This design comes from an exercise in tuning for small area, a short achievable clock period and few clock cycles per item on the open sky130 flow, not from production work.
The RTL was checked by simulation tests, not by an equivalence proof against the original design.

==> flow/design.v, too long to show whole: its modules and the start of the top module <==
// module julian_day_to_calendar_date: 2137 lines
module julian_day_to_calendar_date (
  input  logic                     clk,
  input  logic                     rst,
  input  logic                     stamp_valid,
  output logic                     stamp_ready,
  input  logic [IN_W-1:0]          stamp_julian_time,
  output logic                     date_valid,
  input  logic                     date_ready,
  output logic signed [YEAR_W-1:0] date_year,
  output logic [MONTH_W-1:0]       date_month,
  output logic [DAY_W-1:0]         date_day_whole,
  output logic [FO_W-1:0]          date_day_fraction
);
  // ...
==> flow/run.sh <==
#!/bin/bash
# synth_recipe.tcl (not shown) runs the flow's synth.tcl, then flattens the netlist and writes it again
# the make line also repeats each setting of config.mk as NAME=value (left out here)
make -C /OpenROAD-flow-scripts/flow DESIGN_CONFIG=/design/flow/config.mk WORK_HOME=/design/flow/orfs CLKGATE_MAP_FILE= SYNTH_SCRIPT=/design/flow/synth_recipe.tcl finish
==> flow/config.mk <==
export PLATFORM = sky130hd
export DESIGN_NAME = julian_day_to_calendar_date
export DESIGN_NICKNAME = julian_day_to_calendar_date
export VERILOG_FILES = /design/flow/design.v
export SDC_FILE = /design/flow/constraint.sdc
export NUM_CORES = 4
export LEC_CHECK = 0
export CAP_MARGIN = 20
export CORE_MARGIN = 2
export CORE_UTILIZATION = 60
export SETUP_SLACK_MARGIN = 5
export SLEW_MARGIN = 20
export TNS_END_PERCENT = 10
==> flow/constraint.sdc <==
create_clock -name core_clock -period 10.0 [get_ports {clk}]
set_input_delay 2.0000 -clock core_clock [delete_from_list [all_inputs] [get_ports {clk}]]
set_output_delay 2.0000 -clock core_clock [all_outputs]
set_load 0.01 [all_outputs]
==> impl_results.md, run 1 <==
- Status: timing/DRC/antenna clean
- Largest net degree at the start of global routing: 82
- DR pass1 iterations: 5
- Mean post-synth cell area: 10.9 um2
- Multi-input logic area: 9050 um2
- Post-synth top area cell: edfxtp_1
- Die ar.: 27600 um2
- Final TNS setup: 0 ns
- Total area of sequential cells: 5640 um2
- 1st-iter DRT viols: 727
- Main synth FF type: edfxtp_1
- Hold Fails Final Rpt: 0
- Most frequent cells in the layout: inv_1 (296), ha_1 (210), edfxtp_1 (185), fa_1 (111), clkdlybuf4s50_1 (84)
- Compound-Gate Fraction of Synth Area: 11.8%
- WP buf/inv: 3
- Crit path max fanout: 2
- DRC errors left: 0
- Worst EP arrival: 2.88 ns
- WHS Endpoint: f2[14]
- Layout cell share with drive strength beyond 1: 6.96%
- Startpoint Class: input pin
- Clock-cell share: 3.43%
- Max incr delay on CP: 0.44 ns
- Buffers outside the clock class: 110
- Highest metal used: met4
- Tcrit/Tclk final: 48.8%
- Die H: 166 um
- Initial antenna violation count: 0
- FP Rows: 59
- DP HPWL: 24100 um
- N_taps: 335
- Clk latency of the worst-skew pair: 0.44 ns
- Min cycle time layout: 4.88 ns
Testbench counts, summed over its fixed seeds: cycles 16,032, items 16,000.
==> run 2, diff against run 1 <==
--- a/flow/config.mk
+++ b/flow/config.mk
@@ -8,6 +8,5 @@
 export CAP_MARGIN = 20
 export CORE_MARGIN = 2
-export CORE_UTILIZATION = 60
+export CORE_UTILIZATION = 40
 export SETUP_SLACK_MARGIN = 5
 export SLEW_MARGIN = 20
-export TNS_END_PERCENT = 10
==> impl_results.md, run 2 <==
- Nets@finish: 1936 (unchanged)
- CTS tree: yes (unchanged)
- WL final: 32400 um (was 30900 um)
- Worst Path Required: 8.00 ns (about the same)
- Most frequent cells in the layout: inv_1 (294), ha_1 (211), edfxtp_1 (185), fa_1 (112), clkdlybuf4s50_1 (83) (was inv_1 (296), ha_1 (210), edfxtp_1 (185), fa_1 (111), clkdlybuf4s50_1 (84))
- Crit-path cells: dlymetal6s2s_1 > nor2b_4 > clkinvlp_4 > buf_16 > clkdlybuf4s15_2 (was clkdlybuf4s50_1 > nor2b_4 > clkinvlp_4 > clkbuf_2)
- Post-synthesis simple-gate area fraction: 8.81% (unchanged)
- Crit Path Category: input pin to output pin (unchanged)
- Setup Viol. Count Final: 0 (unchanged)
- Crit path max fanout: 16 (was 2)
- Final TNS setup: 0 ns (unchanged)
- Routed Antenna Nets: 0 (unchanged)
- Sequential share of the synthesized area: 35.7% (unchanged)
- DR pass1 iterations: 6 (was 5)
- Yosys top cell area share: 35.2% (unchanged)
- Total CTS buffers: 17 (unchanged)
- Levels on crit path: 5 (was 4)
- Most frequent cells after synthesis: inv_1 (297), ha_1 (211), edfxtp_1 (185) (unchanged)
- Largest net degree at the start of global routing: 64 (was 82)
- Slew @ Worst Pin: 1.01 ns (was 1.13 ns)
- Reg2Reg Setup Slack: 5.21 ns (was 5.12 ns)
- MaxCap Viol Count: 0 (unchanged)
- Register clock-pin slew on the reported worst setup and hold paths: 0.07 ns (was 0.08 ns)
- Avg WL per Cell: 15.4 um (was 16.1 um)
- Most common cell after layout, fill and taps aside: inv_1 (unchanged)
- Cts hold-fix bufs: 0 (unchanged)
- 1st-iter DRT viols: 486 (was 727)
- Largest family of logic cells by synthesized area: adder cells (unchanged)
- Tcrit/Tclk final: 48.8% (about the same)
- Synth top area cells: edfxtp_1 (35%), ha_1 (17%), fa_1 (14%) (unchanged)
- Compound-Gate Fraction of Synth Area: 11.8% (unchanged)
- DRC errors left: 0 (unchanged)
- CP delay by family, top: buffers and inverters (unchanged)
- Port Buffers: 85 (unchanged)
- R2R Path End: yp3[0] (was yoff3[7])
- Die width: 203 um (was 166 um)
- DR vias: 10500 (was 10600)
- Die H: 203 um (was 166 um)
- Clock Skew: 0.0158 ns (was 0.0193 ns)
- Worst EP arrival: 2.88 ns (about the same)
- Die ar.: 41100 um2 (was 27600 um2)
- Asr flop ratio synth: 0% (unchanged)
- Total grt overflow: 0 (unchanged)
- Clk root buf: clkbuf_16 (unchanged)
- Post-Synth XOR/XNOR Area: 4.74% (unchanged)
- Initial antenna violation count: 1 (was 0)
- Distinct cells, synth: 94 (unchanged)
- CTS HTree Levels: 4 (unchanged)
- Startpoint Class: input pin (unchanged)
- Synthesized area: 15800 um2 (unchanged)
- Clk latency of the worst-skew pair: 0.44 ns (about the same)
- Main synth FF type: edfxtp_1 (unchanged)
- YS warnings: 11 (unchanged)
- Maximum clock rate: 0.205 GHz (about the same)
- Max incr delay on CP: 0.23 ns (was 0.44 ns)
- Post-synth EDFFs: 185 (unchanged)
- Vias/cell: 5.01 (was 5.52)
- DP HPWL: 24800 um (was 24100 um)
- First-pass GRT wire length: 53400 um (was 52600 um)
- CP max-delay cell: clkdlybuf4s15_2 (was clkdlybuf4s50_1)
- CP endpoint kind: output pin (unchanged)
- CTS max path bufs: 2 (unchanged)
- Total clock sinks: 189 (unchanged)
- Slew Limit Fails: 0 (unchanged)
- Worst-case reg-to-reg path depth: 14 (unchanged)
- Crit path to: stamp_ready (unchanged)
- Max reg flops: 24 (unchanged)
- Layout cell share with drive strength beyond 1: 7.21% (was 6.96%)
- Most instantiated library cell after synthesis: inv_1 (unchanged)
- Post-Synthesis Cells: 1451 (unchanged)
- Biggest register: w1 (unchanged)
- Post-synth top area cell: edfxtp_1 (unchanged)
- Unrepaired setup endpoints after global routing: no (was yes)
- Hold Path Class: register to register (unchanged)
- Core area: 38800 um2 (was 25900 um2)
- Worst setup path startpoint: date_ready (unchanged)
- Multiplexer area fraction after synthesis: 0.254% (unchanged)
- FP Rows: 72 (was 59)
- Net Count, Synth: 1819 (unchanged)
- Synthesis-stage register bit count: 189 (unchanged)
- Area Overhead vs Synth: 15.8% (was 13.4%)
- Crit Reg-Reg Startpoint: qe2[6] (was qe2[11])
- Min cycle time layout: 4.88 ns (about the same)
- I/O pins: 86 (unchanged)
- Overall routing resource usage: 16.2% (was 23.4%)
- Slew margin rel.: 32.3% (was 24.5%)
- WP buf/inv: 4 (was 3)
- Hold Fails Final Rpt: 0 (unchanged)
- WHS: 0.419 ns (was 0.416 ns)
- Final Wtd Congestion: 0.874 (was 0.863)
- Status: timing/DRC/antenna clean (unchanged)
- Mean post-synth cell area: 10.9 um2 (unchanged)
- Initial core utilization: 40.7% (was 60.9%)
- Vias in the first global route: 10800 (about the same)
- Adder-Cell Fraction of Synth Area: 31.2% (unchanged)
-- run 2: cell counts after synthesis --
No cell type changed its count.
-- run 2: how the worst min path moves through the flow --
stage	slack, ns	startpoint	cells past startpoint	endpoint
final	0.42	f3[5]	0	frac_r[5]
after floorplan	0.40	f1[0]	0	f2[0]
after detailed placement	0.40	f3[1]	0	frac_r[1]
after CTS	0.42	f3[5]	0	frac_r[5]
after global placement	0.40	f1[8]	0	f2[8]
after global routing	0.43	f1[8]	0	f2[8]
-- run 2: routing by layer --
metal / global-route usage (%) / up-vias / routed length, um / share of wire (%)
met1: 20.0 / 5074 / 14200 / 44
met3: 2.66 / 40 / 1010 / 3.1
met5: 0 / - / 0 / 0
li1: - / 5205 / - / -
met2: 29.0 / 198 / 16700 / 51
met4: 4.64 / 0 / 504 / 1.6
-- run 2: stage by stage --
step / util, % / worst slack [ns] / instances / instance area, um2
final: 47.1 / 5.12 / 2100 / 18300
after global routing: 47.1 / 5.00 / 2099 / 18300
after CTS: 46.5 / 4.81 / 2089 / 18100
after detailed placement: 44.5 / 3.99 / 2045 / 17300
after global placement: 44.5 / 3.98 / 2045 / 17300
after floorplan: - / 3.65 / 1451 / 15800
-- run 2: cell type report --
| type | instances | area [um2] |
|---|---|---|
| Timing Repair Buffer | 111 | 1140 |
| Clock buffer | 18 | 429 |
| Antenna cell | 1 | 2.50 |
| Tap cell | 518 | 648 |
| Sequential cell | 189 | 5640 |
| Multi-Input combinational cell | 947 | 9080 |
| Inverter | 302 | 1140 |
| Clock inverter | 14 | 205 |
| Fill cell | 3614 | 20500 |
-- run 2: kinds of logic (layout without fill, tap and decap cells) --
| family | after synthesis | after routing |
|---|---|---|
| AOI/OAI and AO/OA | 259 | 259 |
| xor gates and xnor gates | 83 | 83 |
| adders and majority gates | 325 | 325 |
| buffers and inverters | 315 | 445 |
| DFF | 189 | 189 |
| muxes | 4 | 4 |
| other | 0 | 1 |
| and+or+nand+nor | 276 | 276 |
-- run 2: timing repair --
action	in CTS	in global routing
gates resized for setup	7	24
pin swaps	0	1
buffers inserted	10	9
endpoints found under the setup margin	18	26
gates cloned	2	1

==> port drivers added, routing unchanged <==
The flow's constraints put no driver on any port. The routed layouts listed below were extracted and timed again, unchanged, in two steps. Step 1 sets driving cells, clkbuf_16 on the clock port and buf_2 on the other inputs (assumed; they add their load-dependent delay and slew). Step 2 adds t to the input delays and takes it off the output delays; t is the mean of the earliest and latest rising clock arrival at the registers after step 1. Input paths then give back, and output paths get back, about the clock's delay inside the block. Three values: ideal ports, drivers, drivers and shift; two values: the first two.
run	t, ns	slack for setup (ns)	clock arrival spread, ns	worst slew at a driven data input, ns
run 1	0.474	5.116 / 5.088 / 4.967	0.019 / 0.020	0.05
run 2	0.480	5.120 / 5.090 / 4.943	0.015 / 0.016	0.04
After both steps every run listed still meets setup and hold. For run 2, which loses most, drivers alone change the setup slack by -0.030 ns; drivers and shift together by -0.177 ns.
